What follows belongs to an exercise in optimizing a design on an open flow for small area, a short achievable clock period and few clock cycles; a production flow would make more cautious choices. Only simulation tests tie the RTL to the original design; equivalence was not proved. Power figures rest on the tool's default switching activity, not on a simulated workload.

--- design/flow/run.sh ---
#!/bin/bash
# synth_recipe.tcl (not shown) runs the flow's synth.tcl, then flattens the netlist and writes it again
# the make line also repeats each setting of config.mk as NAME=value (left out here)
make -C /OpenROAD-flow-scripts/flow DESIGN_CONFIG=/design/flow/config.mk WORK_HOME=/design/flow/orfs CLKGATE_MAP_FILE= SYNTH_SCRIPT=/design/flow/synth_recipe.tcl finish
--- design/flow/config.mk ---
export PLATFORM = sky130hd
export DESIGN_NAME = cpu
export DESIGN_NICKNAME = cpu
export VERILOG_FILES = /design/flow/design.v
export SDC_FILE = /design/flow/constraint.sdc
export NUM_CORES = 4
export LEC_CHECK = 0
export CAP_MARGIN = 20
export CORE_MARGIN = 2
export CORE_UTILIZATION = 40
export SETUP_SLACK_MARGIN = 3.0
export SLEW_MARGIN = 20
--- design/flow/constraint.sdc ---
create_clock -name core_clock -period 5.5 [get_ports {clk}]
set_input_delay 1.1000 -clock core_clock [delete_from_list [all_inputs] [get_ports {clk}]]
set_output_delay 1.1000 -clock core_clock [all_outputs]
set_load 0.01 [all_outputs]
--- design/flow/design.v ---
package cpu_pkg;
    localparam int data_w    = 8;
    localparam int instr_w   = 16;
    localparam int reg_count = 16;
    localparam int op_lsb  = 12;
    localparam int rd_lsb  = 8;
    localparam int rs1_lsb = 4;
    localparam int rs2_lsb = 0;
    typedef logic [3:0]        reg_addr_t;
    typedef logic [data_w-1:0] data_t;
    typedef enum logic [3:0] {
        op_nop  = 4'd0,
        op_add  = 4'd1,
        op_sub  = 4'd2,
        op_and  = 4'd3,
        op_or   = 4'd4,
        op_xor  = 4'd5,
        op_shl  = 4'd6,
        op_shr  = 4'd7,
        op_ldi  = 4'd8,
        op_mul  = 4'd9,
        op_in   = 4'd10,
        op_out  = 4'd11,
        op_halt = 4'd15
    } opcode_t;
    typedef enum logic {
        unit_alu,
        unit_mul
    } unit_t;
endpackage
module mult_unit (
    input  logic [7:0] a,
    input  logic [7:0] b,
    output logic [7:0] r0,
    output logic [7:0] r1,
    output logic [7:0] r2
);
    logic pp0_0, pp0_1, pp1_0, pp0_2, pp1_1, pp2_0, pp0_3, pp1_2, pp2_1, pp3_0, pp0_4, pp1_3, pp2_2, pp3_1, pp4_0, pp0_5, pp1_4, pp2_3, pp3_2, pp4_1, pp5_0, pp0_6, pp1_5, pp2_4, pp3_3, pp4_2, pp5_1, pp6_0, pp0_7, pp1_6, pp2_5, pp3_4, pp4_3, pp5_2, pp6_1, pp7_0;
    logic hs1, hc2, fs3, fc4, hs5, hc6, hs7, hc8, fs9, fc10, hs11, hc12, fs13, fc14, fs15, fc16, fs17, fc18, fs19, fc20, hs21, hc22, fs23, fc24, fs25, fc26, fs27, fc28, fs29, fc30;
    assign pp0_0 = a[0] & b[0];
    assign pp0_1 = a[0] & b[1];
    assign pp1_0 = a[1] & b[0];
    assign pp0_2 = a[0] & b[2];
    assign pp1_1 = a[1] & b[1];
    assign pp2_0 = a[2] & b[0];
    assign pp0_3 = a[0] & b[3];
    assign pp1_2 = a[1] & b[2];
    assign pp2_1 = a[2] & b[1];
    assign pp3_0 = a[3] & b[0];
    assign pp0_4 = a[0] & b[4];
    assign pp1_3 = a[1] & b[3];
    assign pp2_2 = a[2] & b[2];
    assign pp3_1 = a[3] & b[1];
    assign pp4_0 = a[4] & b[0];
    assign pp0_5 = a[0] & b[5];
    assign pp1_4 = a[1] & b[4];
    assign pp2_3 = a[2] & b[3];
    assign pp3_2 = a[3] & b[2];
    assign pp4_1 = a[4] & b[1];
    assign pp5_0 = a[5] & b[0];
    assign pp0_6 = a[0] & b[6];
    assign pp1_5 = a[1] & b[5];
    assign pp2_4 = a[2] & b[4];
    assign pp3_3 = a[3] & b[3];
    assign pp4_2 = a[4] & b[2];
    assign pp5_1 = a[5] & b[1];
    assign pp6_0 = a[6] & b[0];
    assign pp0_7 = a[0] & b[7];
    assign pp1_6 = a[1] & b[6];
    assign pp2_5 = a[2] & b[5];
    assign pp3_4 = a[3] & b[4];
    assign pp4_3 = a[4] & b[3];
    assign pp5_2 = a[5] & b[2];
    assign pp6_1 = a[6] & b[1];
    assign pp7_0 = a[7] & b[0];
    assign hs1 = pp0_6 ^ pp1_5;
    assign hc2 = pp0_6 & pp1_5;
    assign fs3 = pp0_7 ^ pp1_6 ^ pp2_5;
    assign fc4 = (pp0_7 & pp1_6) | (pp0_7 & pp2_5) | (pp1_6 & pp2_5);
    assign hs5 = pp3_4 ^ pp4_3;
    assign hc6 = pp3_4 & pp4_3;
    assign hs7 = pp0_4 ^ pp1_3;
    assign hc8 = pp0_4 & pp1_3;
    assign fs9 = pp0_5 ^ pp1_4 ^ pp2_3;
    assign fc10 = (pp0_5 & pp1_4) | (pp0_5 & pp2_3) | (pp1_4 & pp2_3);
    assign hs11 = pp3_2 ^ pp4_1;
    assign hc12 = pp3_2 & pp4_1;
    assign fs13 = hs1 ^ pp2_4 ^ pp3_3;
    assign fc14 = (hs1 & pp2_4) | (hs1 & pp3_3) | (pp2_4 & pp3_3);
    assign fs15 = pp4_2 ^ pp5_1 ^ pp6_0;
    assign fc16 = (pp4_2 & pp5_1) | (pp4_2 & pp6_0) | (pp5_1 & pp6_0);
    assign fs17 = hc2 ^ fs3 ^ hs5;
    assign fc18 = (hc2 & fs3) | (hc2 & hs5) | (fs3 & hs5);
    assign fs19 = pp5_2 ^ pp6_1 ^ pp7_0;
    assign fc20 = (pp5_2 & pp6_1) | (pp5_2 & pp7_0) | (pp6_1 & pp7_0);
    assign hs21 = pp0_3 ^ pp1_2;
    assign hc22 = pp0_3 & pp1_2;
    assign fs23 = hs7 ^ pp2_2 ^ pp3_1;
    assign fc24 = (hs7 & pp2_2) | (hs7 & pp3_1) | (pp2_2 & pp3_1);
    assign fs25 = hc8 ^ fs9 ^ hs11;
    assign fc26 = (hc8 & fs9) | (hc8 & hs11) | (fs9 & hs11);
    assign fs27 = fc10 ^ hc12 ^ fs13;
    assign fc28 = (fc10 & hc12) | (fc10 & fs13) | (hc12 & fs13);
    assign fs29 = fc14 ^ fc16 ^ fs17;
    assign fc30 = (fc14 & fc16) | (fc14 & fs17) | (fc16 & fs17);
    assign r0[0] = pp0_0;
    assign r1[0] = 1'b0;
    assign r2[0] = 1'b0;
    assign r0[1] = pp0_1;
    assign r1[1] = pp1_0;
    assign r2[1] = 1'b0;
    assign r0[2] = pp0_2;
    assign r1[2] = pp1_1;
    assign r2[2] = pp2_0;
    assign r0[3] = hs21;
    assign r1[3] = pp2_1;
    assign r2[3] = pp3_0;
    assign r0[4] = hc22;
    assign r1[4] = fs23;
    assign r2[4] = pp4_0;
    assign r0[5] = fc24;
    assign r1[5] = fs25;
    assign r2[5] = pp5_0;
    assign r0[6] = fc26;
    assign r1[6] = fs27;
    assign r2[6] = fs15;
    assign r0[7] = fc28;
    assign r1[7] = fs29;
    assign r2[7] = fs19;
endmodule
module cpu #(
    parameter int rob_depth = 8
) (
    input  logic                        clk,
    input  logic                        rst,
    input  logic [cpu_pkg::instr_w-1:0] instr,
    input  logic                        instr_valid,
    input  logic [15:0]                 sw,
    output logic                        stall,
    output cpu_pkg::data_t              led,
    output logic                        retire_valid,
    output cpu_pkg::reg_addr_t          retire_rd,
    output cpu_pkg::data_t              retire_value,
    output logic                        retire_write
);
    logic [3:0] op;
    logic       accept, halted;
    logic       uses1, uses2;
    assign op    = instr[15:12];
    assign uses2 = ((op != 4'd0) && (op <= 4'd7)) || (op == 4'd9);
    assign uses1 = uses2 || (op == 4'd11);
    cpu_pkg::data_t regs [cpu_pkg::reg_count];
    logic           d_valid, d_wait, d_write, d_mul;
    logic [3:0]     d_op, d_rd, d_rs1, d_rs2;
    logic           d_go;
    logic           f1_x1, f1_x2, f2_x1, f2_x2;
    logic           x1_valid, x1_write, x1_out, x1_mul;
    logic [3:0]     x1_rd;
    logic           x1_add, x1_sub, x1_and, x1_or, x1_xor, x1_shl, x1_shr, x1_ldi, x1_pass;
    cpu_pkg::data_t sum, dif;
    cpu_pkg::data_t x1_a, x1_b;
    cpu_pkg::data_t alu, mul_r0, mul_r1, mul_r2;
    logic           x2_valid, x2_write, x2_out;
    logic [3:0]     x2_rd;
    cpu_pkg::data_t x2_s, x2_c, x2_e, csa_s, csa_c, result;
    logic           r_valid, r_write, r_out;
    logic [3:0]     r_rd;
    cpu_pkg::data_t r_value;
    assign stall  = halted || d_wait;
    assign accept = instr_valid && !stall && !rst;
    assign d_go   = d_valid && !d_wait;
    always_ff @(posedge clk) begin
        if (rst) begin
            halted   <= 1'b0;
            d_valid  <= 1'b0;
            d_wait   <= 1'b0;
            x1_valid <= 1'b0;
            x2_valid <= 1'b0;
            r_valid  <= 1'b0;
            led      <= 8'd0;
        end else begin
            if (accept && (op == 4'd15)) halted <= 1'b1;
            if (!d_wait) d_valid <= accept;
            d_wait   <= accept && d_valid && d_mul &&
                        ((uses1 && (d_rd == instr[7:4])) || (uses2 && (d_rd == instr[3:0])));
            x1_valid <= d_go;
            x2_valid <= x1_valid;
            r_valid  <= x2_valid;
            if (r_valid && r_out) led <= r_value;
        end
    end
    always_ff @(posedge clk) begin
        if (!d_wait) begin
            d_op    <= op;
            d_rd    <= instr[11:8];
            d_rs1   <= instr[7:4];
            d_rs2   <= instr[3:0];
            d_write <= (op != 4'd0) && (op <= 4'd10);
            d_mul   <= (op == 4'd9);
        end
    end
    assign f1_x1 = x1_valid && x1_write && (x1_rd == d_rs1);
    assign f2_x1 = x1_valid && x1_write && (x1_rd == d_rs2);
    assign f1_x2 = x2_valid && x2_write && (x2_rd == d_rs1);
    assign f2_x2 = x2_valid && x2_write && (x2_rd == d_rs2);
    always_ff @(posedge clk) begin
        x1_add   <= (d_op == 4'd1);
        x1_sub   <= (d_op == 4'd2);
        x1_and   <= (d_op == 4'd3);
        x1_or    <= (d_op == 4'd4);
        x1_xor   <= (d_op == 4'd5);
        x1_shl   <= (d_op == 4'd6);
        x1_shr   <= (d_op == 4'd7);
        x1_ldi   <= (d_op == 4'd8);
        x1_pass  <= (d_op == 4'd0) || (d_op >= 4'd10);
        x1_rd    <= d_rd;
        x1_write <= d_write;
        x1_out   <= (d_op == 4'd11);
        x1_mul   <= d_mul;
        if (d_op == 4'd10)  x1_a <= sw[7:0];
        else if (f1_x1)     x1_a <= alu;
        else if (f1_x2)     x1_a <= result;
        else                x1_a <= regs[d_rs1];
        if (d_op == 4'd8)   x1_b <= {d_rs1, d_rs2};
        else if (f2_x1)     x1_b <= alu;
        else if (f2_x2)     x1_b <= result;
        else                x1_b <= regs[d_rs2];
    end
    assign sum = x1_a + x1_b;
    assign dif = x1_a - x1_b;
    assign alu = ({8{x1_add}}  & sum) |
                 ({8{x1_sub}}  & dif) |
                 ({8{x1_and}}  & (x1_a & x1_b)) |
                 ({8{x1_or}}   & (x1_a | x1_b)) |
                 ({8{x1_xor}}  & (x1_a ^ x1_b)) |
                 ({8{x1_shl}}  & (x1_a << x1_b[2:0])) |
                 ({8{x1_shr}}  & (x1_a >> x1_b[2:0])) |
                 ({8{x1_ldi}}  & x1_b) |
                 ({8{x1_pass}} & x1_a);
    mult_unit mul_inst (.a(x1_a), .b(x1_b), .r0(mul_r0), .r1(mul_r1), .r2(mul_r2));
    always_ff @(posedge clk) begin
        x2_s     <= x1_mul ? mul_r0 : alu;
        x2_c     <= x1_mul ? mul_r1 : 8'd0;
        x2_e     <= x1_mul ? mul_r2 : 8'd0;
        x2_rd    <= x1_rd;
        x2_write <= x1_write;
        x2_out   <= x1_out;
    end
    assign csa_s  = x2_s ^ x2_c ^ x2_e;
    assign csa_c  = {(x2_s[6:0] & x2_c[6:0]) | (x2_s[6:0] & x2_e[6:0]) | (x2_c[6:0] & x2_e[6:0]), 1'b0};
    assign result = csa_s + csa_c;
    always_ff @(posedge clk) begin
        for (int i = 0; i < cpu_pkg::reg_count; i++) begin
            if (rst || (x2_valid && x2_write && (x2_rd == 4'(i)))) begin
                regs[i] <= rst ? 8'd0 : result;
            end
        end
    end
    always_ff @(posedge clk) begin
        r_value <= result;
        r_rd    <= x2_rd;
        r_write <= x2_write;
        r_out   <= x2_out;
    end
    assign retire_valid = r_valid;
    assign retire_rd    = r_rd;
    assign retire_value = r_value;
    assign retire_write = r_write;
endmodule
==> impl_metrics.yaml, run 1 <==
place:
  pre_cts_slack_ns: 1.65
  gp_congestion: 0.953
  io_buffer_count: 49
  dpl.hpwl_mm: 28.1
clocking:
  clk_path_buf_depth: 3
  clkTransAtPathRegs_ns: 0.06
  cts_sinks: 233
  worst_skew_pair.late_latency_ns: 0.54
  clock-root-buffer: "clkbuf_16"
  cts.hold.buffers_added: 0
  htree_levels: 1
  cts_inserted_buffers: 25
  cts_tree: "built"
yosys:
  yosysMostFrequentCell: "edfxtp_1"
  synthDistinctLibCells: 80
  synth_seq_cells: 233
  synth.area.top_cells: "edfxtp_1 (35%), dfxtp_1 (14%), ha_1 (3.5%)"
  avgSynthCellArea_sq_um: 10.8
  ys.flop_type: "edfxtp_1"
  synthesis.nets: 1249
  async_flop_share_pct: 0
  synth_cells: 1165
  ys_warn_count: 2
  synth_seq_area_share_pct: 48.5
  netlist_top_cells_count: "edfxtp_1 (146), nor2_1 (92), dfxtp_1 (87)"
  netlist_area_sq_mm: 0.0126
  synth_top_area_share_pct: 34.7
  synth_edf_count: 146
  yosysTopAreaCell: "edfxtp_1"
sta:
  finalSetupTns_ns: 0
  rsz0062_at_grt: "yes"
  setup_viol_count_final: 0
  clock-skew-final_ns: 0.0346
  slew_violations: 0
  max_freq_mhz: 391
  setup_slack_ns: 2.94
  fin_crit_sh_pct: 46.5
  period_minus_slack_ns: 2.56
  worst_pin_slew_ns: 1.12
  relSlewSlack_pct: 25.2
  hold_violations: 0
worst_setup_path:
  path_max_fanout: 4
  cp-start-kind: "flip-flop"
  worstReg2RegStart: "x1_b[1]"
  rrSetupSlack_ns: 2.94
  end_kind: "flip-flop"
  criticalPathCategory: "flip-flop to flip-flop"
  rr_worst_depth: 9
  r2r-end: "x1_b[7]"
  required_ns: 5.90
  crit_arrival_ns: 2.95
floorplanning:
  pin_count: 58
  die_w_um: 182
  die_h_um: 182
  rows: 65
  coreArea_sq_mm: 0.0313
  die_area_sq_mm: 0.0330
  start_util_pct: 40.3
route:
  avgViaCountPerCell: 6.22
  route.met2.wl_mm: 19.4
  first_iter_violations: 1337
  wl_met1_mm: 16.8
  routed_wl_mm: 42.1
  ant_nets: 0
  topRoutingLayerUsed: "met4"
  via_count: 10352
  wl_per_cell_um: 25.3
  drc: 0
  drtPass1Iterations: 6
  wl_met3_mm: 3.73
final_layout:
  drive_above_1_share_pct: 19.0
  nFillCells: 2866
  num_antenna_cells: 0
  syn2layout_area_growth_pct: 20.2
  nets: 1327
global_route:
  grt_pass1_wl_mm: 62.6
  antenna_found_initial: 0
  grt_max_degree: 57
  grt_pass1_vias: 9951
  grt-ovfl-total: 0
  grtUsageTotal_pct: 25.0
worst_hold_path:
  hold_depth: 0
  min_from: "x1_out"
  holdPathEnd: "x2_out"
  hold_path_class: "flip-flop to flip-flop"
pwr:
  leakage_nw: 5.78
  max-vdd-ir-drop_mv: 0.296
  powerDensity_mw_per_mm2: 361
run:
  cap_violations: 0
run_status:
  status: "no timing/DRC/antenna violations"
==> power by group <==
group | switching [mW] | total, mW | leakage, nW | internal (mW)
sequential | 0.169 | 2.31 | 2.23 | 2.14
clock | 0.697 | 1.67 | 0.391 | 0.971
combinational | 0.863 | 1.51 | 3.16 | 0.647
==> sequential cells by signal (all words and copies together), names as in the netlist, 6 cells and up <==
signal / flops
x2_s: 8
x2_e: 6
x1_a: 8
x1_b: 8
x2_c: 7
r_value: 8
regs: 128
led: 8
==> cell usage in the layout, fill, tap and decap left out, types with 14 or more instances in the layout <==
cell type and count:
nor2b_1 30, nand2b_1 17, a221oi_1 20, mux2_2 14, clkbuf_16 25, edfxtp_1 146
nand3_1 42, clkdlybuf4s50_1 27, nand2_1 74, ha_1 26, a21oi_1 44, dfxtp_1 71
a22oi_1 32, xnor2_1 31, buf_4 68, o21ai_0 33, and3_1 17, nor2_1 87
dlygate4sd2_1 18, a211oi_1 16, mux2i_1 38, inv_1 40
==> critical path: stages, from the launching register on <==
cell      delay [ns]
dfxtp_4         0.36
buf_12          0.12
clkinv_8        0.05
ha_4            0.27
nor3_1          0.05
a211o_1         0.27
o211ai_1        0.40
xor2_1          0.12
a221o_1         0.41
o311a_1         0.39
==> worst max path at each step <==
stage,from,to,slack (ns),depth (start not counted)
3_3_place_gp,rst,regs[11][4],1.66,4
5_1_grt,x2_e[3],x1_b[7],2.88,8
3_5_place_dp,rst,regs[7][1],1.65,4
2_1_floorplan,x1_a[1],x1_b[7],2.98,9
6_report,x1_b[1],x1_b[7],2.94,9
4_1_cts,x2_e[2],regs[11][6],2.99,7
==> per-layer routing <==
layer / GRT usage [%] / up-vias
li1: - / 4542
met1: 32.7 / 5039
met4: 11.2 / 0
met5: 0 / -
met3: 5.44 / 145
met2: 39.9 / 626
==> repair_timing <==
action	CTS	global route
pin swaps	18	17
gates resized for setup	111	37
gates cloned	4	0
buffers inserted	43	9
setup endpoints to repair	284	109
==> metrics by stage <==
| stage | cells | utilization [%] | hold WS, ns | power [mW] | instance area (sq um) |
|---|---|---|---|---|---|
| 4_1_cts | 1654 | 47.8 | 0.329 | 5.42 | 15000 |
| 3_5_place_dp | 1561 | 42.9 | 0.316 | 3.56 | 13400 |
| 3_3_place_gp | 1561 | 42.9 | 0.311 | 3.56 | 13400 |
| 6_report | 1664 | 48.5 | 0.326 | 5.48 | 15200 |
| 5_1_grt | 1664 | 48.5 | 0.334 | 5.70 | 15200 |
| 2_1_floorplan | 1165 | - | 0.310 | 3.09 | 12600 |
==> layout make-up <==
class	instances	area (sq um)	area share, %
clock inverter	13	126	0.833
timing repair buffer	128	1190	7.83
inverter	49	218	1.43
multi-input combinational	805	6270	41.3
clock buffer	33	686	4.52
tap	402	503	3.31
sequential	233	6180	40.7
timing repair inverter	1	7.51	0.0495
==> kinds of logic after synthesis <==
logic type,after synthesis,share of synthesized area [%]
AO/OA/AOI/OAI,286,16.9
XOR/XNOR,46,3.19
flip-flops,233,48.5
AND/OR/NAND/NOR,358,14.4
adder cells (fa/ha/maj),49,5.69
multiplexers,65,6.49
buffers and inverters,128,4.77
Testbench counts, summed over its fixed seeds: cycles 4,663.
==> inputs of run 2 (changes only) <==
--- a/design/flow/config.mk
+++ b/design/flow/config.mk
@@ -7,2 +7,3 @@
 export LEC_CHECK = 0
+export ABC_AREA = 1
 export CAP_MARGIN = 20
==> run 2 against run 1 <==
  * Still clean on timing, DRC and antenna
  * Critical path depth decreased by 4
  * Worst hold slack got worse by 0.0013 ns
  * First-iteration DRC count decreased by 10%
  * Sequential share of layout area increased by 1.4 points
  * Area after synthesis decreased by 2.9%
  * Non-clock buffer count decreased by 41
  * Largest power group unchanged
  * Highest routed layer unchanged
==> impl_metrics.yaml, run 2 <==
global_route:
  grt_pass1_wl_mm: 62.1
  grtUsageTotal_pct: 26.4
  antenna_found_initial: 0
  grt_max_degree: 24
  grt-ovfl-total: 0
  grt_pass1_vias: 10240
sta:
  relSlewSlack_pct: 31.0
  fin_crit_sh_pct: 48.5
  worst_pin_slew_ns: 1.03
  max_freq_mhz: 375
  hold_slack_ns: 0.324
  setup_viol_count_final: 0
  period_minus_slack_ns: 2.67
  hold_violations: 0
  clock-skew-final_ns: 0.0242
  finalSetupTns_ns: 0
  rsz0062_at_grt: "yes"
  slew_violations: 0
clocking:
  worst_skew_pair.late_latency_ns: 0.56
  clkTransAtPathRegs_ns: 0.06
  clk_path_buf_depth: 3
  clock-root-buffer: "clkbuf_16"
  htree_levels: 1
  cts_tree: "built"
  cts_inserted_buffers: 27
  cts_sinks: 233
yosys:
  synth_top_area_share_pct: 35.8
  netlist_top_cells_count: "nand2_1 (567), nor2_1 (194), inv_1 (150)"
  synthDistinctLibCells: 36
  synth_seq_cells: 233
  ys.flop_type: "edfxtp_1"
  synth.area.top_cells: "edfxtp_1 (36%), nand2_1 (17%), dfxtp_1 (14%)"
  synth_edf_count: 146
  yosysMostFrequentCell: "nand2_1"
  avgSynthCellArea_sq_um: 7.92
  yosysTopAreaCell: "edfxtp_1"
  netlist_area_sq_mm: 0.0123
  ys_warn_count: 2
  synth_cells: 1549
  synthesis.nets: 1633
  synth_seq_area_share_pct: 50.0
  async_flop_share_pct: 0
pwr:
  powerDensity_mw_per_mm2: 365
  max-vdd-ir-drop_mv: 0.232
  leakage_nw: 6.65
final_layout:
  num_antenna_cells: 0
  regMostFlops: "regs"
  drive_above_1_share_pct: 9.92
  largest_register_ffs: 128
  nFillCells: 2955
  final_common_cell: "nand2_1"
  stdcell_count: 2059
  finalInstanceArea_sq_mm: 0.0146
  nets: 1726
  syn2layout_area_growth_pct: 19.0
  final_cell_mix: "nand2_1 (565), nor2_1 (183), inv_1 (146), edfxtp_1 (146), nand3_1 (83)"
place:
  dpl_cell_area_sq_mm: 0.0133
  dp_cells: 1992
  io_buffer_count: 49
  gp_congestion: 0.948
  dpl.hpwl_mm: 31.4
worst_setup_path:
  rr_worst_depth: 9
  criticalPathCategory: "primary input to flip-flop"
  cp-start-kind: "primary input"
  required_ns: 5.67
  crit_arrival_ns: 2.84
  path_max_fanout: 18
  end_kind: "flip-flop"
floorplanning:
  pin_count: 58
  die_h_um: 179
  coreArea_sq_mm: 0.0303
  rows: 64
  start_util_pct: 40.4
  die_w_um: 179
  die_area_sq_mm: 0.0321
route:
  drc: 0
  wl_per_cell_um: 20.5
  ant_nets: 0
  routed_wl_mm: 42.2
  avgViaCountPerCell: 5.29
  first_iter_violations: 1199
  drtPass1Iterations: 5
  via_count: 10902
run:
  cap_violations: 0
worst_hold_path:
  hold_path_class: "flip-flop to flip-flop"
  hold_depth: 0
run_status:
  status: "no timing/DRC/antenna violations"
run 2: repair_timing:
action                                  CTS  global route
pin swaps                                 4            13
hold buffers                              0             0
resized for setup                        42            37
gates cloned                              1             1
endpoints found under the setup margin  143           107
setup buffers                            12             3
run 2: power by group:
| group | switching, mW | total, mW | internal (mW) |
|---|---|---|---|
| Clock | 0.766 | 1.92 | 1.15 |
| Combinational | 0.739 | 1.11 | 0.375 |
| Sequential | 0.182 | 2.30 | 2.12 |
run 2: metrics by stage:
stage               power, mW  utilization (%)  setup WS (ns)
detailed placement       3.35             43.9           2.36
floorplan                2.90                -           3.07
CTS                      5.28             47.5           2.89
global route             5.56             48.1           2.81
finish                   5.33             48.1           2.83
global placement         3.34             43.9           2.26
run 2: worst max-delay path, stage by stage:
cell             delay [ns]
clkdlybuf4s50_1        0.45
buf_4                  0.27
inv_1                  0.23
buf_4                  0.26
o21ai_1                0.52
run 2: final timing paths:
kind	slack, ns	start	to
max reg2reg	2.99	x2_e[2]	regs[7][6]
min	0.32	x2_out	r_out
min reg2reg	0.32	x2_out	r_out
max	2.83	rst	regs[12][4]
run 2: area by class of cell:
type                            count  area [sq um]  area share (%)
Multi-Input combinational cell   1131          5560            38.1
Tap cell                          396           495            3.40
Timing Repair Buffer               87           806            5.52
Inverter                          161           614            4.21
Clock buffer                       34           776            5.32
Sequential cell                   233          6140            42.1
Clock inverter                     16           186            1.28
Timing Repair inverter              1          5.00          0.0343
run 2: metal layers:
layer,global-route usage (%),vias up,wire (um)
met1,39.3,5167,19600
met5,0,-,0
met2,39.6,463,18000
met3,4.58,70,3660
li1,-,5202,-
met4,6.82,0,1020
run 2: cells by family (layout without fill, tap and decap cells):
logic type	count (synthesis)	in the layout	share of synthesized area (%)
flip-flops	233	233	50.0
adder cells (fa/ha/maj)	49	49	5.86
AO/OA/AOI/OAI	140	140	6.25
AND/OR/NAND/NOR	915	915	30.2
XOR/XNOR	27	27	1.93
buffers and inverters	185	299	5.79
==> inputs of run 3 (changes only) <==
--- a/design/flow/design.v
+++ b/design/flow/design.v
@@ -161,2 +161,4 @@
     cpu_pkg::data_t x1_a, x1_b;
+    cpu_pkg::data_t x1_ma, x1_mb;    
+    cpu_pkg::data_t next_a, next_b;
     cpu_pkg::data_t alu, mul_r0, mul_r1, mul_r2;
@@ -205,2 +207,12 @@
     assign f2_x2 = x2_valid && x2_write && (x2_rd == d_rs2);
+    always_comb begin
+        if (d_op == 4'd10)  next_a = sw[7:0];
+        else if (f1_x1)     next_a = alu;
+        else if (f1_x2)     next_a = result;
+        else                next_a = regs[d_rs1];
+        if (d_op == 4'd8)   next_b = {d_rs1, d_rs2};
+        else if (f2_x1)     next_b = alu;
+        else if (f2_x2)     next_b = result;
+        else                next_b = regs[d_rs2];
+    end
     always_ff @(posedge clk) begin
@@ -219,10 +231,6 @@
         x1_mul   <= d_mul;
-        if (d_op == 4'd10)  x1_a <= sw[7:0];
-        else if (f1_x1)     x1_a <= alu;
-        else if (f1_x2)     x1_a <= result;
-        else                x1_a <= regs[d_rs1];
-        if (d_op == 4'd8)   x1_b <= {d_rs1, d_rs2};
-        else if (f2_x1)     x1_b <= alu;
-        else if (f2_x2)     x1_b <= result;
-        else                x1_b <= regs[d_rs2];
+        x1_a     <= next_a;
+        x1_b     <= next_b;
+        x1_ma    <= next_a;
+        x1_mb    <= next_b;
     end
@@ -239,3 +247,3 @@
                  ({8{x1_pass}} & x1_a);
-    mult_unit mul_inst (.a(x1_a), .b(x1_b), .r0(mul_r0), .r1(mul_r1), .r2(mul_r2));
+    mult_unit mul_inst (.a(x1_ma), .b(x1_mb), .r0(mul_r0), .r1(mul_r1), .r2(mul_r2));
     always_ff @(posedge clk) begin
==> run 3 against run 2 <==
  * Clock-buffer cell count decreased by 4
  * Still clean on timing, DRC and antenna
  * Maximum frequency increased by 8.5%
  * Setup slack improved by 0.21 ns
  * Largest power group unchanged
  * Critical path depth increased by 5
  * Via count increased by 0.67%
  * Total power decreased by 1.9%
  * Routed wire length decreased by 0.77%
  * Sequential share of layout area increased by 0.13 points
  * Worst hold slack improved by 0.00073 ns
  * First-iteration DRC count increased by 7.5%
  * Synthesized cell count increased by 1.8%
==> impl_metrics.yaml, run 3 <==
run_status:
  status: "no timing/DRC/antenna violations"
worst_setup_path:
  path_cells: "fa_1 -> ha_4 -> fa_2 -> nand3_1 -> nand2_1 -> or2_4 -> nand2_4 -> buf_4 -> nor2_4 -> clkbuf_16"
  crit_arrival_ns: 2.75
  rrSetupSlack_ns: 3.04
  criticalPathCategory: "flip-flop to flip-flop"
  required_ns: 5.79
  path_max_fanout: 8
  cpMaxStageDelayCell: "fa_1"
  critical_path.max_stage_delay_ns: 0.53
  worst-path-stages: 10
  crit_family: "adder cells"
  rr_worst_depth: 10
  end_kind: "flip-flop"
  cp-start-kind: "flip-flop"
  critical_path_buf_inv_count: 2
place:
  gp_congestion: 0.957
  dpl.hpwl_mm: 30.8
  io_buffer_count: 49
  dp_cells: 2000
  pre_cts_slack_ns: 1.87
sta:
  setup_slack_ns: 3.04
  slew_violations: 0
  rsz0062_at_grt: "yes"
  setup_viol_count_final: 0
  worst_pin_slew_ns: 1.07
  clock-skew-final_ns: 0.0200
  relSlewSlack_pct: 28.2
  period_minus_slack_ns: 2.46
  hold_slack_ns: 0.325
  hold_violations: 0
  fin_crit_sh_pct: 44.7
  max_freq_mhz: 407
  finalSetupTns_ns: 0
clocking:
  clkTransAtPathRegs_ns: 0.06
  clock-root-buffer: "clkbuf_16"
  cts_inserted_buffers: 25
  clk_path_buf_depth: 3
  cts_tree: "built"
  cts_sinks: 233
  worst_skew_pair.late_latency_ns: 0.55
  htree_levels: 1
global_route:
  grt-ovfl-total: 0
  grtUsageTotal_pct: 25.1
  antenna_found_initial: 0
  grt_pass1_wl_mm: 62.3
  grt_pass1_vias: 10401
  grt_max_degree: 24
yosys:
  synth_cells: 1577
  netlist_top_cells_count: "nand2_1 (609), nor2_1 (195), edfxtp_1 (146)"
  synth_seq_cells: 233
  yosysTopAreaCell: "edfxtp_1"
  synth_seq_area_share_pct: 49.5
  synth_edf_count: 146
  async_flop_share_pct: 0
  synth_top_area_share_pct: 35.4
  avgSynthCellArea_sq_um: 7.85
  synthesis.nets: 1661
  synthDistinctLibCells: 37
  synth.area.top_cells: "edfxtp_1 (35%), nand2_1 (18%), dfxtp_1 (14%)"
  ys.flop_type: "edfxtp_1"
  ys_warn_count: 2
  yosysMostFrequentCell: "nand2_1"
  netlist_area_sq_mm: 0.0124
worst_hold_path:
  hold_depth: 0
  hold_path_class: "flip-flop to flip-flop"
route:
  wl_per_cell_um: 20.3
  ant_nets: 0
  first_iter_violations: 1289
  routed_wl_mm: 41.9
  via_count: 10975
  avgViaCountPerCell: 5.31
  drtPass1Iterations: 5
  drc: 0
final_layout:
  drive_above_1_share_pct: 9.22
  final_common_cell: "nand2_1"
  largest_register_ffs: 128
  num_antenna_cells: 0
  syn2layout_area_growth_pct: 17.5
  regMostFlops: "regs"
  stdcell_count: 2067
  nets: 1736
  final_cell_mix: "nand2_1 (605), nor2_1 (182), edfxtp_1 (146), nand3_1 (131), inv_1 (113)"
floorplanning:
  coreArea_sq_mm: 0.0305
  die_area_sq_mm: 0.0324
  rows: 64
  pin_count: 58
  die_h_um: 180
  die_w_um: 180
  start_util_pct: 40.6
pwr:
  powerDensity_mw_per_mm2: 359
  leakage_nw: 6.71
  max-vdd-ir-drop_mv: 0.290
run:
  cap_violations: 0
## run 3: changes by cell type after synthesis, sizes merged, moves of 3 or more
| cell | previous run | this run |
|---|---|---|
| o22ai | 8 | 0 |
| inv | 158 | 124 |
| nand2 | 570 | 611 |
| nor2 | 212 | 209 |
| a21oi | 35 | 38 |
| o21ai | 76 | 56 |
| nand4 | 29 | 20 |
| clkbuf | 12 | 16 |
| nand3 | 84 | 132 |
| or2 | 2 | 6 |
| buf | 12 | 19 |
## run 3: worst register-to-register path, delay by kind of cell (launching register included)
kind	cells	cell delay (ns)
buffers and inverters	2	0.31
adder cells (fa/ha/maj)	3	1.09
AND/OR/NAND/NOR	5	0.51
flip-flops	1	0.32
## run 3: layout make-up
cell class,instances,area (sq um)
multi-input cells,1181,5750
inverters,128,495
well taps,396,495
clock buffers,30,686
flip-flops and latches,233,6150
clock inverters,16,211
fillers,2980,16000
repair inverters,3,17.5
repair buffers,80,747
## run 3: metrics by stage
stage / total power, mW / area (sq um) / util [%]
after floorplan: 2.92 / 12400 / -
after global placement: 3.32 / 13300 / 43.6
after detailed placement: 3.33 / 13300 / 43.7
after CTS: 5.18 / 14300 / 47.0
after global routing: 5.46 / 14600 / 47.7
final: 5.23 / 14600 / 47.7
## run 3: repair_timing
item	4_1_cts	5_1_grt
pin swaps	6	8
cloned	3	1
endpoints found under the setup margin	253	177
resized for setup	52	33
hold endpoints to repair	0	0
hold buffers	0	0
setup buffers	7	10
## run 3: kinds of logic after synthesis
group	Yosys count	share of synthesized area, %
buffers and inverters	163	5.25
adder cells (fa/ha/maj)	49	5.80
AND/OR/NAND/NOR	990	32.5
XOR/XNOR	26	1.84
AO/OA/AOI/OAI	116	5.13
flip-flops	233	49.5
## run 3: metal layers
metal  up-vias  GRT usage, %  wire length (um)
met5         -             0                 0
met4         0          7.90              1540
met3       101          3.61              2680
met2       491          41.3             19400
met1      5126          34.2             18300
li1       5257             -                 -
## run 3: report_power, final
part / internal, mW / switching, mW / leakage [nW]
sequential: 2.12 / 0.199 / 2.23
clock: 1.12 / 0.720 / 0.433
combinational: 0.371 / 0.700 / 4.05
total: 3.61 / 1.62 / 6.71
## run 3: path summary, 6_finish.rpt
check          start         end
max          x2_s[2]  regs[6][6]
min reg2reg   x1_out      x2_out
max reg2reg  x2_s[2]  regs[6][6]
min           x1_out      x2_out
Testbench counts of run 3, summed over its fixed seeds: cycles 4,663.
==> inputs of run 4 (changes only) <==
--- a/design/flow/design.v
+++ b/design/flow/design.v
@@ -162,3 +162,4 @@
     cpu_pkg::data_t x1_ma, x1_mb;    
-    cpu_pkg::data_t next_a, next_b;
+    cpu_pkg::data_t next_a, next_b, other_a, other_b;
+    logic           fwd_a, fwd_b;
     cpu_pkg::data_t alu, mul_r0, mul_r1, mul_r2;
@@ -208,11 +209,25 @@
     always_comb begin
-        if (d_op == 4'd10)  next_a = sw[7:0];
-        else if (f1_x1)     next_a = alu;
-        else if (f1_x2)     next_a = result;
-        else                next_a = regs[d_rs1];
-        if (d_op == 4'd8)   next_b = {d_rs1, d_rs2};
-        else if (f2_x1)     next_b = alu;
-        else if (f2_x2)     next_b = result;
-        else                next_b = regs[d_rs2];
-    end
+        if (d_op == 4'd10)  other_a = sw[7:0];
+        else if (f1_x2)     other_a = result;
+        else                other_a = regs[d_rs1];
+        if (d_op == 4'd8)   other_b = {d_rs1, d_rs2};
+        else if (f2_x2)     other_b = result;
+        else                other_b = regs[d_rs2];
+    end
+    assign fwd_a = f1_x1 && (d_op != 4'd10);
+    assign fwd_b = f2_x1 && (d_op != 4'd8);
+    function automatic cpu_pkg::data_t pick(input logic f, input cpu_pkg::data_t other);
+        pick = ({8{f && x1_add}}  & sum) |
+               ({8{f && x1_sub}}  & dif) |
+               ({8{f && x1_and}}  & (x1_a & x1_b)) |
+               ({8{f && x1_or}}   & (x1_a | x1_b)) |
+               ({8{f && x1_xor}}  & (x1_a ^ x1_b)) |
+               ({8{f && x1_shl}}  & (x1_a << x1_b[2:0])) |
+               ({8{f && x1_shr}}  & (x1_a >> x1_b[2:0])) |
+               ({8{f && x1_ldi}}  & x1_b) |
+               ({8{f && x1_pass}} & x1_a) |
+               ({8{!f}}           & other);
+    endfunction
+    assign next_a = pick(fwd_a, other_a);
+    assign next_b = pick(fwd_b, other_b);
     always_ff @(posedge clk) begin
==> run 4 against run 3 <==
  * First-iteration DRC count decreased by 9.2%
  * Via count decreased by 0.36%
  * Sequential share of layout area increased by 0.13 points
  * Setup slack improved by 0.010 ns
  * Critical path depth decreased by 9
  * Critical endpoint is now retire_write
  * Core utilization decreased by 0.57 points
  * Synthesized cell count increased by 1.7%
  * Clock skew increased by 0.020 ns
  * Area after synthesis increased by 1.1%
  * Highest routed layer unchanged
  * Non-clock buffer count decreased by 9
  * Sequential power about the same
==> impl_metrics.yaml, run 4 <==
run_status:
  status: "no timing/DRC/antenna violations"
floorplanning:
  die_h_um: 181
  coreArea_sq_mm: 0.0307
  die_area_sq_mm: 0.0327
  pin_count: 58
  die_w_um: 181
  start_util_pct: 40.7
  rows: 64
final_layout:
  finalInstanceArea_sq_mm: 0.0145
  num_antenna_cells: 0
  drive_above_1_share_pct: 7.38
  final_common_cell: "nand2_1"
  largest_register_ffs: 128
  syn2layout_area_growth_pct: 15.7
  nets: 1761
  finish.utilization_pct: 47.1
  regMostFlops: "regs"
  final_cell_mix: "nand2_1 (603), nor2_1 (178), inv_1 (152), edfxtp_1 (146), nand3_1 (101)"
clocking:
  cts.hold.buffers_added: 0
  cts_tree: "built"
  htree_levels: 1
  cts_sinks: 233
  clock-root-buffer: "clkbuf_16"
  clk_path_buf_depth: 3
  worst_skew_pair.late_latency_ns: 0.56
  clkTransAtPathRegs_ns: 0.06
  cts_inserted_buffers: 26
yosys:
  yosysMostFrequentCell: "nand2_1"
  synth_edf_count: 146
  netlist_area_sq_mm: 0.0125
  synth_cells: 1604
  synthDistinctLibCells: 38
  ys.flop_type: "edfxtp_1"
  netlist_top_cells_count: "nand2_1 (605), nor2_1 (183), inv_1 (156)"
  synth_seq_area_share_pct: 48.9
  async_flop_share_pct: 0
  synthesis.nets: 1689
  synth.area.top_cells: "edfxtp_1 (35%), nand2_1 (18%), dfxtp_1 (14%)"
  yosysTopAreaCell: "edfxtp_1"
  ys_warn_count: 2
  synth_top_area_share_pct: 35.0
  synth_seq_cells: 233
  avgSynthCellArea_sq_um: 7.81
route:
  drtPass1Iterations: 5
  drc: 0
  routed_wl_mm: 40.4
  ant_nets: 0
  first_iter_violations: 1170
  via_count: 10935
  wl_per_cell_um: 19.3
  avgViaCountPerCell: 5.23
worst_hold_path:
  holdPathEnd: "x2_out"
  hold_path_class: "flip-flop to flip-flop"
  min_from: "x1_out"
  hold_depth: 0
worst_setup_path:
  criticalPathCategory: "flip-flop to primary output"
  path_cells: "clkdlybuf4s50_1"
  cp-start-kind: "flip-flop"
  required_ns: 4.40
  worstReg2RegStart: "x2_s[2]"
  cp-startpoint: "r_write"
  cpMaxStageDelayCell: "clkdlybuf4s50_1"
  end_kind: "primary output"
  r2r-end: "regs[3][3]"
  critical_path.max_stage_delay_ns: 0.52
  critical_path_buf_inv_count: 1
  rr_worst_depth: 5
  rrSetupSlack_ns: 3.10
  path_max_fanout: 1
  crit_arrival_ns: 1.35
  crit_family: "buffers and inverters"
sta:
  max_freq_mhz: 408
  clock-skew-final_ns: 0.0399
  finalSetupTns_ns: 0
  relSlewSlack_pct: 50.3
  hold_slack_ns: 0.328
  rsz0062_at_grt: "yes"
  hold_violations: 0
  worst_pin_slew_ns: 0.743
  setup_viol_count_final: 0
  period_minus_slack_ns: 2.45
  fin_crit_sh_pct: 44.5
  slew_violations: 0
place:
  gp_congestion: 0.992
  io_buffer_count: 49
  dpl.hpwl_mm: 30.6
  dpl_cell_area_sq_mm: 0.0135
pwr:
  p_total_mw: 5.13
  max-vdd-ir-drop_mv: 0.221
  powerDensity_mw_per_mm2: 354
  leakage_nw: 6.81
global_route:
  antenna_found_initial: 0
  grt_pass1_wl_mm: 60.9
  grtUsageTotal_pct: 24.3
  grt_pass1_vias: 10350
  grt_max_degree: 25
  grt-ovfl-total: 0
run:
  cap_violations: 0
[run 4: changes by cell type in the layout (fill, tap and decap cells not counted), moves of 5 or more]
cell	previous run	this run
xor2_1	10	15
o21ai_1	10	3
nor2_2	24	19
ha_1	30	36
inv_1	113	152
nand3_1	131	101
o21ai_0	41	74
buf_4	26	20
[run 4: layout make-up]
class | instances | area, sq um
Timing Repair inverter | 2 | 12.5
Clock buffer | 30 | 686
Clock inverter | 16 | 154
Inverter | 165 | 632
Sequential cell | 233 | 6140
Fill cell | 3069 | 16300
Timing Repair Buffer | 71 | 657
Tap cell | 396 | 495
Multi-Input combinational cell | 1177 | 5720
[run 4: metal layers]
layer	wire [um]	vias up	track usage, %
li1	-	5307	-
met1	17500	5053	33.2
met2	18300	482	39.2
met3	2900	93	3.73
met4	1620	0	9.20
met5	0	-	0
[run 4: kinds of logic (layout without fill, tap and decap cells)]
logic type                 after synthesis  in the layout  synth area share, %
AOI/OAI and AO/OA                      150            150                 6.61
DFF                                    233            233                 48.9
and+or+nand+nor                        947            947                 30.5
adders and majority gates               50             50                 5.77
xor gates and xnor gates                30             30                 2.10
buffers and inverters                  194            284                 6.07
[run 4: per-stage QoR]
stage / cells / setup slack (ns)
2_1_floorplan: 1604 / 3.08
3_3_place_gp: 2037 / 1.80
3_5_place_dp: 2037 / 1.73
4_1_cts: 2088 / 3.00
5_1_grt: 2090 / 2.97
6_report: 2090 / 3.05
[run 4: what timing repair did]
action	CTS	global route
cloned	2	0
hold endpoints to repair	0	0
pin swaps	2	5
gates resized for setup	47	18
buffers inserted	3	2
endpoints found under the setup margin	225	69
[run 4: how the worst max path moves through the flow]
stage / to / cells past startpoint
finish: retire_write / 1
global route: regs[15][3] / 5
CTS: led[2] / 1
detailed placement: regs[6][5] / 3
global placement: regs[6][2] / 3
floorplan: regs[0][6] / 8
[run 4: report_power, final]
part / internal [mW] / switching, mW
logic: 0.360 / 0.729
registers: 2.13 / 0.204
clock network: 0.992 / 0.718
total: 3.48 / 1.65
Testbench counts of run 4, summed over its fixed seeds: cycles 4,663.
==> inputs of run 5 (changes only) <==
--- a/design/flow/config.mk
+++ b/design/flow/config.mk
@@ -10,4 +10,5 @@
 export CORE_MARGIN = 2
-export CORE_UTILIZATION = 40
-export SETUP_SLACK_MARGIN = 3.0
+export CORE_UTILIZATION = 60
+export PLACE_DENSITY = 0.75
+export SETUP_SLACK_MARGIN = 3.6
 export SLEW_MARGIN = 20
==> run 5 against run 4 <==
  * Setup slack improved by 0.057 ns
  * Largest power group unchanged
  * Cell area rose by 13%
  * Clock-buffer cell count rose by 3
  * Largest cell class is now multi-input combinational cells
==> impl_metrics.yaml, run 5 <==
yosys:
  synth.area.top_cells: "edfxtp_1 (35%), nand2_1 (18%), dfxtp_1 (14%)"
  ys_warn_count: 2
  ys.flop_type: "edfxtp_1"
  synth_edf_count: 146
  netlist_top_cells_count: "nand2_1 (605), nor2_1 (183), inv_1 (156)"
  synth_compound_area_share_pct: 6.61
  synth_simple_gate_area_share_pct: 30.5
  synthDistinctLibCells: 38
  synthAdderAreaFrac_pct: 5.77
  synth_xor_area_share_pct: 2.10
  yosysTopAreaCell: "edfxtp_1"
  avgSynthCellArea_sq_um: 7.81
  synthesis.nets: 1689
  netlist_area_sq_mm: 0.0125
  async_flop_share_pct: 0
  muxShareOfSynthArea_pct: 0
  synth_top_family_by_area: "simple AND/OR/NAND/NOR gates"
  synth_cells: 1604
  synth_top_area_share_pct: 35.0
  synth_seq_cells: 233
  synth_seq_area_share_pct: 48.9
  yosysMostFrequentCell: "nand2_1"
sta:
  fin_crit_sh_pct: 43.5
  clock-skew-final_ns: 0.0335
  relSlewSlack_pct: 51.1
  setup_viol_count_final: 0
  period_minus_slack_ns: 2.39
  setup_slack_ns: 3.11
  worst_pin_slew_ns: 0.732
  slew_violations: 0
  rsz0062_at_grt: "yes"
  hold_slack_ns: 0.335
  finalSetupTns_ns: 0
  hold_violations: 0
  max_freq_mhz: 418
floorplanning:
  die_area_sq_mm: 0.0220
  start_util_pct: 61.5
  pin_count: 58
  rows: 52
  coreArea_sq_mm: 0.0204
  die_w_um: 148
  die_h_um: 148
place:
  io_buffer_count: 49
  dpl.hpwl_mm: 30.0
  gp_congestion: 1.05
  dp_cells: 1896
  dpl_cell_area_sq_mm: 0.0135
  pre_cts_slack_ns: 2.28
final_layout:
  nFillCells: 1265
  largest_register_ffs: 128
  stdcell_count: 2044
  regMostFlops: "regs"
  finalInstanceArea_sq_mm: 0.0164
  drive_above_1_share_pct: 23.5
  syn2layout_area_growth_pct: 30.8
  final_common_cell: "nand2_1"
  finish.utilization_pct: 80.4
  num_antenna_cells: 0
  nets: 1841
  final_cell_mix: "nand2_1 (565), edfxtp_1 (146), nor2_1 (142), inv_1 (133), nand3_1 (84)"
pwr:
  max-vdd-ir-drop_mv: 0.421
  leakage_nw: 7.43
  powerDensity_mw_per_mm2: 346
  p_total_mw: 5.66
route:
  via_count: 12663
  drtPass1Iterations: 7
  avgViaCountPerCell: 6.20
  wl_per_cell_um: 22.8
  drc: 0
  ant_nets: 0
  routed_wl_mm: 46.6
  first_iter_violations: 1823
worst_setup_path:
  end_kind: "flip-flop"
  required_ns: 5.96
  criticalPathCategory: "flip-flop to flip-flop"
  path_max_fanout: 3
  crit_arrival_ns: 2.85
  cp-start-kind: "flip-flop"
clocking:
  htree_levels: 1
  clk_path_buf_depth: 3
  clock-root-buffer: "clkbuf_16"
  worst_skew_pair.late_latency_ns: 0.56
  cts_inserted_buffers: 24
  cts_tree: "built"
  cts_sinks: 233
  cts.hold.buffers_added: 0
  clkTransAtPathRegs_ns: 0.08
global_route:
  antenna_found_initial: 0
  grt_pass1_wl_mm: 65.6
  grt_max_degree: 17
  grtUsageTotal_pct: 39.7
  grt-ovfl-total: 0
  grt_pass1_vias: 11440
run_status:
  status: "no timing/DRC/antenna violations"
worst_hold_path:
  hold_path_class: "flip-flop to flip-flop"
run:
  cap_violations: 0
[run 5: critical path, cell delays in order (launching register included)]
cell and delay (ns):
dfxtp_2 0.32, fa_1 0.49, ha_2 0.21, fa_2 0.38
nand3_2 0.08, nand2_2 0.06, or2_4 0.26, nand2_8 0.10
inv_4 0.07, a21oi_2 0.14, o21ai_1 0.10, nand2_1 0.07
nand2_1 0.04
[run 5: final cells by class]
type	instances	area, sq um	area share (%)
Sequential cell	233	6210	37.9
Clock buffer	33	749	4.58
Multi-Input combinational cell	1178	6760	41.3
Tap cell	270	338	2.06
Inverter	165	686	4.19
Clock inverter	11	103	0.626
Timing Repair inverter	1	5.00	0.0306
Timing Repair Buffer	153	1520	9.29
[run 5: kinds of logic (layout without fill, tap and decap cells)]
family / count (synthesis) / in the layout
and+or+nand+nor: 947 / 948
adders and majority gates: 50 / 50
AOI/OAI and AO/OA: 150 / 150
DFF: 233 / 233
buffers and inverters: 194 / 363
xor gates and xnor gates: 30 / 30
[run 5: per-layer routing]
layer / global-route usage, % / share of wire, %
met5: 0 / 0
met3: 11.1 / 15
met4: 14.0 / 5.0
met2: 60.2 / 43
met1: 55.2 / 36
[run 5: power by group]
group / switching (mW) / internal [mW] / total [mW]
clock: 0.728 / 1.01 / 1.74
sequential: 0.201 / 2.14 / 2.34
combinational: 0.964 / 0.623 / 1.59
[run 5: repair_timing]
| item | in CTS | in global routing |
|---|---|---|
| endpoints found under the setup margin | 280 | 265 |
| setup buffers | 58 | 43 |
| pin swaps | 21 | 63 |
| resized for setup | 286 | 147 |
| cloned | 2 | 1 |
[run 5: path summary, 6_finish.rpt]
| path | end | slack (ns) | start | cells past startpoint |
|---|---|---|---|---|
| setup / recovery | x1_mb[6] | 3.11 | x2_e[2] | 12 |
| hold / removal | r_out | 0.33 | x2_out | 0 |
| setup reg to reg | x1_mb[6] | 3.11 | x2_e[2] | 12 |
| hold reg to reg | r_out | 0.33 | x2_out | 0 |
==> inputs of run 6 (changes only) <==
--- a/design/flow/design.v
+++ b/design/flow/design.v
@@ -155,3 +155,3 @@
     logic           d_go;
-    logic           f1_x1, f1_x2, f2_x1, f2_x2;
+    logic           f1_x1, f1_x2, f2_x1, f2_x2, f1_r, f2_r;
     logic           x1_valid, x1_write, x1_out, x1_mul;
@@ -208,2 +208,4 @@
     assign f2_x2 = x2_valid && x2_write && (x2_rd == d_rs2);
+    assign f1_r  = r_valid && r_write && (r_rd == d_rs1);
+    assign f2_r  = r_valid && r_write && (r_rd == d_rs2);
     always_comb begin
@@ -211,2 +213,3 @@
         else if (f1_x2)     other_a = result;
+        else if (f1_r)      other_a = r_value;
         else                other_a = regs[d_rs1];
@@ -214,2 +217,3 @@
         else if (f2_x2)     other_b = result;
+        else if (f2_r)      other_b = r_value;
         else                other_b = regs[d_rs2];
@@ -276,4 +280,4 @@
         for (int i = 0; i < cpu_pkg::reg_count; i++) begin
-            if (rst || (x2_valid && x2_write && (x2_rd == 4'(i)))) begin
-                regs[i] <= rst ? 8'd0 : result;
+            if (rst || (r_valid && r_write && (r_rd == 4'(i)))) begin
+                regs[i] <= rst ? 8'd0 : r_value;
             end
--- a/design/flow/config.mk
+++ b/design/flow/config.mk
@@ -7,8 +7,6 @@
 export LEC_CHECK = 0
-export ABC_AREA = 1
 export CAP_MARGIN = 20
 export CORE_MARGIN = 2
-export CORE_UTILIZATION = 60
-export PLACE_DENSITY = 0.75
-export SETUP_SLACK_MARGIN = 3.6
+export CORE_UTILIZATION = 40
+export SETUP_SLACK_MARGIN = 3.0
 export SLEW_MARGIN = 20
==> run 6 against run 5 <==
  * Sequential power is 3% higher
  * Die area is 55% higher
  * Maximum frequency is 5.3% lower
  * Highest routed layer unchanged
==> impl_metrics.yaml, run 6 <==
final_layout:
  multi_input_area_sq_mm: 0.00665
  nets: 1395
  final_cell_mix: "edfxtp_1 (146), nand2_1 (77), buf_4 (77), nor2_1 (66), dfxtp_1 (60)"
  finalInstanceArea_sq_mm: 0.0159
  nFillCells: 2994
  stdcell_count: 1773
  final_common_cell: "edfxtp_1"
  num_antenna_cells: 0
  seq_area_sq_mm: 0.00621
  syn2layout_area_growth_pct: 21.3
  regMostFlops: "regs"
  largest_register_ffs: 128
  drive_above_1_share_pct: 20.8
clocking:
  cts.hold.buffers_added: 0
  cts_sinks: 233
  clkTransAtPathRegs_ns: 0.06
  clock-root-buffer: "clkbuf_16"
  cts_tree: "built"
  cts_inserted_buffers: 27
  htree_levels: 1
  worst_skew_pair.late_latency_ns: 0.55
  clk_path_buf_depth: 3
global_route:
  grt-ovfl-total: 0
  grtUsageTotal_pct: 26.2
  grt_pass1_vias: 10305
  grt_pass1_wl_mm: 66.9
  antenna_found_initial: 0
  grt_max_degree: 52
route:
  drc: 0
  ant_nets: 0
  via_count: 10922
  routed_wl_mm: 45.9
  drtPass1Iterations: 6
  wl_per_cell_um: 25.9
  first_iter_violations: 1386
  avgViaCountPerCell: 6.16
yosys:
  synth_cells: 1228
  netlist_top_cells_count: "edfxtp_1 (146), dfxtp_1 (87), nand2_1 (81)"
  synth_top_area_share_pct: 33.5
  synth_seq_area_share_pct: 46.8
  avgSynthCellArea_sq_um: 10.6
  synth.area.top_cells: "edfxtp_1 (34%), dfxtp_1 (13%), ha_1 (3.5%)"
  netlist_area_sq_mm: 0.0131
  yosysMostFrequentCell: "edfxtp_1"
  synthDistinctLibCells: 100
  ys_warn_count: 2
  yosysTopAreaCell: "edfxtp_1"
  synthesis.nets: 1313
  synth_edf_count: 146
  ys.flop_type: "edfxtp_1"
  synth_seq_cells: 233
  async_flop_share_pct: 0
sta:
  worst_pin_slew_ns: 1.13
  hold_violations: 0
  max_freq_mhz: 396
  slew_violations: 0
  period_minus_slack_ns: 2.52
  relSlewSlack_pct: 24.1
  finalSetupTns_ns: 0
  rsz0062_at_grt: "yes"
  fin_crit_sh_pct: 45.9
  setup_slack_ns: 2.98
  setup_viol_count_final: 0
  hold_slack_ns: 0.323
  clock-skew-final_ns: 0.0103
floorplanning:
  die_area_sq_mm: 0.0342
  pin_count: 58
  die_w_um: 185
  rows: 66
  die_h_um: 185
  coreArea_sq_mm: 0.0324
  start_util_pct: 40.4
place:
  gp_congestion: 0.921
  io_buffer_count: 49
  dpl_cell_area_sq_mm: 0.0139
  pre_cts_slack_ns: 2.04
  dpl.hpwl_mm: 30.6
  dp_cells: 1660
worst_setup_path:
  critical_path_buf_inv_count: 1
  critical_path.max_stage_delay_ns: 0.51
  end_kind: "flip-flop"
  cpMaxStageDelayCell: "nor2_2"
  cp-start-kind: "flip-flop"
  path_cells: "buf_6 -> nor2_2 -> nand3_1 -> or2_2 -> a31oi_2 -> o21ai_1"
  path_max_fanout: 44
  crit_family: "simple AND/OR/NAND/NOR gates"
  crit_arrival_ns: 2.94
  required_ns: 5.91
  criticalPathCategory: "flip-flop to flip-flop"
worst_hold_path:
  hold_path_class: "flip-flop to flip-flop"
pwr:
  powerDensity_mw_per_mm2: 369
  max-vdd-ir-drop_mv: 0.258
  leakage_nw: 5.93
run:
  cap_violations: 0
run_status:
  status: "no timing/DRC/antenna violations"
[run 6: changes by cell type after synthesis, sizes merged, moves of 34 or more]
cell   before  now
nand2     608   81
nor2      199   71
inv       163   49
nand3     101   41
o21ai      81   38
nor2b       0   39
buf        17   54
mux2i       0   34
[run 6: logic make-up after synthesis]
group                    share of synthesized area [%]
adder cells (fa/ha/maj)                           5.53
AND/OR/NAND/NOR                                   16.3
XOR/XNOR                                          3.48
buffers and inverters                             5.10
multiplexers                                      4.67
AO/OA/AOI/OAI                                     18.1
flip-flops                                        46.8
[run 6: what timing repair did]
action | in CTS | in global routing
gates cloned | 0 | 2
pin swaps | 6 | 12
buffers inserted | 25 | 36
setup endpoints to repair | 304 | 19
resized for setup | 106 | 60
[run 6: area by class of cell]
type                            count  area share, %
Clock inverter                     17           1.19
Timing Repair Buffer              139           7.97
Inverter                           50           1.33
Tap cell                          442           3.49
Sequential cell                   233           39.2
Multi-Input combinational cell    859           41.9
Clock buffer                       33           4.93
[run 6: worst register-to-register path, stage by stage, from the launching register on]
cell and delay [ns]:
edfxtp_1 0.38, buf_6 0.24, nor2_2 0.54, nand3_1 0.44, or2_2 0.42, a31oi_2 0.26, o21ai_1 0.12
[run 6: path summary, 6_finish.rpt]
| check | start | end | slack (ns) | depth (start not counted) |
|---|---|---|---|---|
| min reg2reg | x2_out | r_out | 0.32 | 0 |
| max | d_rs1[2] | x1_ma[5] | 2.98 | 6 |
| max reg2reg | d_rs1[2] | x1_ma[5] | 2.98 | 6 |
| min | x2_out | r_out | 0.32 | 0 |
[run 6: metrics by stage]
stage / utilization (%) / power, mW
CTS: 47.3 / 5.64
global placement: 43.0 / 3.65
finish: 49.0 / 5.85
global route: 49.0 / 6.04
floorplan: - / 3.15
detailed placement: 43.0 / 3.65
[run 6: where the power goes]
| group | switching [mW] | total, mW | leakage, nW | internal [mW] |
|---|---|---|---|---|
| Sequential | 0.240 | 2.40 | 2.23 | 2.16 |
| Combinational | 0.869 | 1.53 | 3.23 | 0.661 |
| Clock | 0.758 | 1.92 | 0.471 | 1.16 |
| Total | 1.87 | 5.85 | 5.93 | 3.98 |
[run 6: routing by layer]
layer / vias up / global-route usage [%] / share of wire (%) / wire length (um)
met3: 124 / 4.64 / 9.2 / 4240
met2: 674 / 40.5 / 45 / 20600
met5: - / 0 / 0 / 0
li1: 4818 / - / - / -
met4: 0 / 9.37 / 3.5 / 1610
met1: 5306 / 36.8 / 42 / 19500
Testbench counts of run 6, summed over its fixed seeds: cycles 4,663.
==> inputs of run 7 (changes only) <==
--- a/design/flow/config.mk
+++ b/design/flow/config.mk
@@ -7,2 +7,3 @@
 export LEC_CHECK = 0
+export ABC_AREA = 1
 export CAP_MARGIN = 20
==> run 7 against run 6 <==
  * Still clean
  * Sequential share of layout area up 3.0 points
  * Clock power down 4%
  * Non-clock buffer count down 69
  * Combinational power down 31%
  * Cell area down 7.8%
  * Total power down 10%
  * Maximum frequency up 6.6%
  * Critical path depth down 5
  * Global-route usage down 2.1 points
  * Clock-buffer cell count down 2
  * Die area down 4.1%
  * Clock skew up 0.015 ns
  * Highest routed layer unchanged
==> impl_metrics.yaml, run 7 <==
run_status:
  status: "no timing/DRC/antenna violations"
sta:
  hold_slack_ns: 0.327
  finalSetupTns_ns: 0
  relSlewSlack_pct: 32.6
  clock-skew-final_ns: 0.0252
  worst_pin_slew_ns: 1.01
  rsz0062_at_grt: "no"
  slew_violations: 0
  setup_slack_ns: 3.13
  hold_violations: 0
  period_minus_slack_ns: 2.37
  setup_viol_count_final: 0
  max_freq_mhz: 422
  fin_crit_sh_pct: 43.1
worst_hold_path:
  hold_depth: 0
  holdPathEnd: "x2_out"
  min_from: "x1_out"
  hold_path_class: "flip-flop to flip-flop"
worst_setup_path:
  crit_arrival_ns: 1.27
  rrSetupSlack_ns: 3.13
  crit_family: "flip-flops"
  path_max_fanout: 8
  end_kind: "primary output"
  cp-start-kind: "flip-flop"
  path_cells: "dlygate4sd2_1"
  criticalPathCategory: "flip-flop to primary output"
  cpMaxStageDelayCell: "dfxtp_4"
  rr_worst_depth: 10
  worstReg2RegStart: "x2_s[2]"
  required_ns: 4.40
  r2r-end: "x1_ma[6]"
  critical_path_buf_inv_count: 1
  critical_path.max_stage_delay_ns: 0.43
yosys:
  synth.area.top_cells: "edfxtp_1 (35%), nand2_1 (18%), dfxtp_1 (14%)"
  ys.flop_type: "edfxtp_1"
  synth_edf_count: 146
  synth_top_area_share_pct: 35.0
  yosysTopAreaCell: "edfxtp_1"
  synth_seq_cells: 233
  yosysMostFrequentCell: "nand2_1"
  ys_warn_count: 2
  synth_cells: 1585
  synthesis.nets: 1670
  async_flop_share_pct: 0
  synth_seq_area_share_pct: 48.9
  netlist_top_cells_count: "nand2_1 (595), nor2_1 (170), edfxtp_1 (146)"
  synthDistinctLibCells: 42
  netlist_area_sq_mm: 0.0125
  avgSynthCellArea_sq_um: 7.91
floorplanning:
  start_util_pct: 40.7
  pin_count: 58
  die_h_um: 181
  coreArea_sq_mm: 0.0307
  die_area_sq_mm: 0.0328
  rows: 64
  die_w_um: 181
global_route:
  grt-ovfl-total: 0
  grt_pass1_vias: 10305
  grt_max_degree: 22
  antenna_found_initial: 0
  grt_pass1_wl_mm: 60.6
  grtUsageTotal_pct: 24.1
pwr:
  clkPwrFrac_pct: 35.2
  powerDensity_mw_per_mm2: 358
  power_frac_comb_pct: 20.2
  p_int_mw: 3.56
  p_sw_mw: 1.68
  p_seq_share_pct: 44.6
  leakage_nw: 6.73
  swShare_pct: 32.1
  max-vdd-ir-drop_mv: 0.241
route:
  drc: 0
  drtPass1Iterations: 6
  ant_nets: 0
  first_iter_violations: 1220
  avgViaCountPerCell: 5.36
  wl_per_cell_um: 19.1
  routed_wl_mm: 39.7
  via_count: 11102
final_layout:
  drive_above_1_share_pct: 9.78
  regMostFlops: "regs"
  stdcell_count: 2073
  multi_input_area_sq_mm: 0.00583
  final_cell_mix: "nand2_1 (591), nor2_1 (160), edfxtp_1 (146), inv_1 (135), o21ai_0 (72)"
  largest_register_ffs: 128
  syn2layout_area_growth_pct: 16.7
  num_antenna_cells: 0
  nets: 1741
  finalInstanceArea_sq_mm: 0.0146
  final_common_cell: "nand2_1"
  nFillCells: 3018
  seq_area_sq_mm: 0.00616
place:
  pre_cts_slack_ns: 1.59
  dp_cells: 2008
  dpl.hpwl_mm: 29.6
  gp_congestion: 0.955
  dpl_cell_area_sq_mm: 0.0134
  io_buffer_count: 49
clocking:
  htree_levels: 1
  cts_tree: "built"
  cts_sinks: 233
  clkTransAtPathRegs_ns: 0.07
  clk_path_buf_depth: 3
  worst_skew_pair.late_latency_ns: 0.56
  cts_inserted_buffers: 27
  cts.hold.buffers_added: 0
  clock-root-buffer: "clkbuf_16"
run:
  cap_violations: 0
run 7: changes by cell type after synthesis, sizes merged, moves of 23 or more:
cell / change
nand2: +516
nor2: +121
inv: +97
o21ai: +69
nor2b: -39
buf: -37
mux2i: -34
a221oi: -23
and3: -23
nand3: +23
run 7: repair_timing:
| item | 4_1_cts | 5_1_grt |
|---|---|---|
| pin swaps | 0 | 1 |
| resized for setup | 63 | 33 |
| cloned | 3 | 0 |
| endpoints found under the setup margin | 204 | 89 |
| hold endpoints to repair | 0 | 0 |
| buffers inserted | 8 | 4 |
run 7: worst max path at each step:
stage                     startpoint      endpoint  slack [ns]  depth (start not counted)
after detailed placement         rst    regs[7][2]        1.59                          3
after CTS                     d_wait         stall        3.02                          3
after floorplan                  rst    regs[4][0]        3.35                          3
after global routing        x1_mb[1]       x2_s[5]        2.97                         12
after global placement           rst    regs[6][1]        1.66                          3
final                        r_rd[1]  retire_rd[1]        3.13                          1
run 7: kinds of logic after synthesis:
group / Yosys count / synth area share [%]
AOI/OAI and AO/OA: 217 / 9.49
xor gates and xnor gates: 31 / 2.17
adders and majority gates: 50 / 5.77
buffers and inverters: 178 / 5.61
DFF: 233 / 48.9
and+or+nand+nor: 876 / 28.1
run 7: layout make-up:
cell class | count | area share (%)
clock inverters | 19 | 1.28
repair buffers | 70 | 4.29
inverters | 147 | 3.85
clock buffers | 31 | 5.08
multi-input cells | 1174 | 39.8
flip-flops and latches | 233 | 42.1
repair inverters | 3 | 0.120
well taps | 396 | 3.39
run 7: per-layer routing:
| metal | part of all wire, % | GRT usage, % | up-vias |
|---|---|---|---|
| met4 | 2.7 | 6.34 | 0 |
| met2 | 44 | 37.7 | 495 |
| met3 | 8.0 | 3.55 | 75 |
| met1 | 45 | 34.9 | 5234 |
| met5 | 0 | 0 | - |
| li1 | - | - | 5298 |
run 7: power by group through the flow:
stage / registers (mW) / logic [mW] / clock network, mW
floorplan: 2.28 / 0.671 / 0
detailed placement: 2.36 / 1.01 / 0
CTS: 2.33 / 1.02 / 1.87
global placement: 2.36 / 1.01 / 0
global route: 2.36 / 1.18 / 1.95
finish: 2.34 / 1.06 / 1.85
run 7: metrics by stage:
stage                     utilization, %  power, mW
final                               47.5       5.24
after detailed placement            43.7       3.38
after global routing                47.5       5.50
after floorplan                        -       2.95
after CTS                           47.2       5.23
after global placement              43.7       3.37

==> re-timing with driven ports <==
The flow's constraints put no driver on any port. The routed layouts listed below were extracted and timed again, unchanged, in two steps. Step 1 sets driving cells, clkbuf_16 on the clock port and buf_2 on the other inputs (assumed; they add their load-dependent delay and slew). Step 2 adds t to the input delays and takes it off the output delays; t is the mean of the earliest and latest rising clock arrival at the registers after step 1. Input paths then give back, and output paths get back, about the clock's delay inside the block. Slacks: ideal / step 1 / step 2; pairs: ideal / step 1.
run	shift t [ns]	slack for setup (ns)	hold WS [ns]
run 1	0.576	2.944 / 2.944 / 2.499	0.326 / 0.326 / 0.326
run 2	0.603	2.831 / 2.856 / 2.253	0.324 / 0.324 / 0.324
run 3	0.589	3.041 / 3.041 / 2.797	0.325 / 0.325 / 0.325
run 4	0.584	3.051 / 3.001 / 2.650	0.328 / 0.328 / 0.328
run 5	0.589	3.108 / 3.108 / 3.063	0.335 / 0.335 / 0.335
run 6	0.591	2.975 / 2.975 / 2.628	0.323 / 0.323 / 0.323
run 7	0.601	3.131 / 3.081 / 2.817	0.327 / 0.327 / 0.327
After both steps setup and hold are still met in every run listed. The setup slack of run 2, which loses most, moves by +0.025 ns with the drivers and by -0.578 ns with both steps.
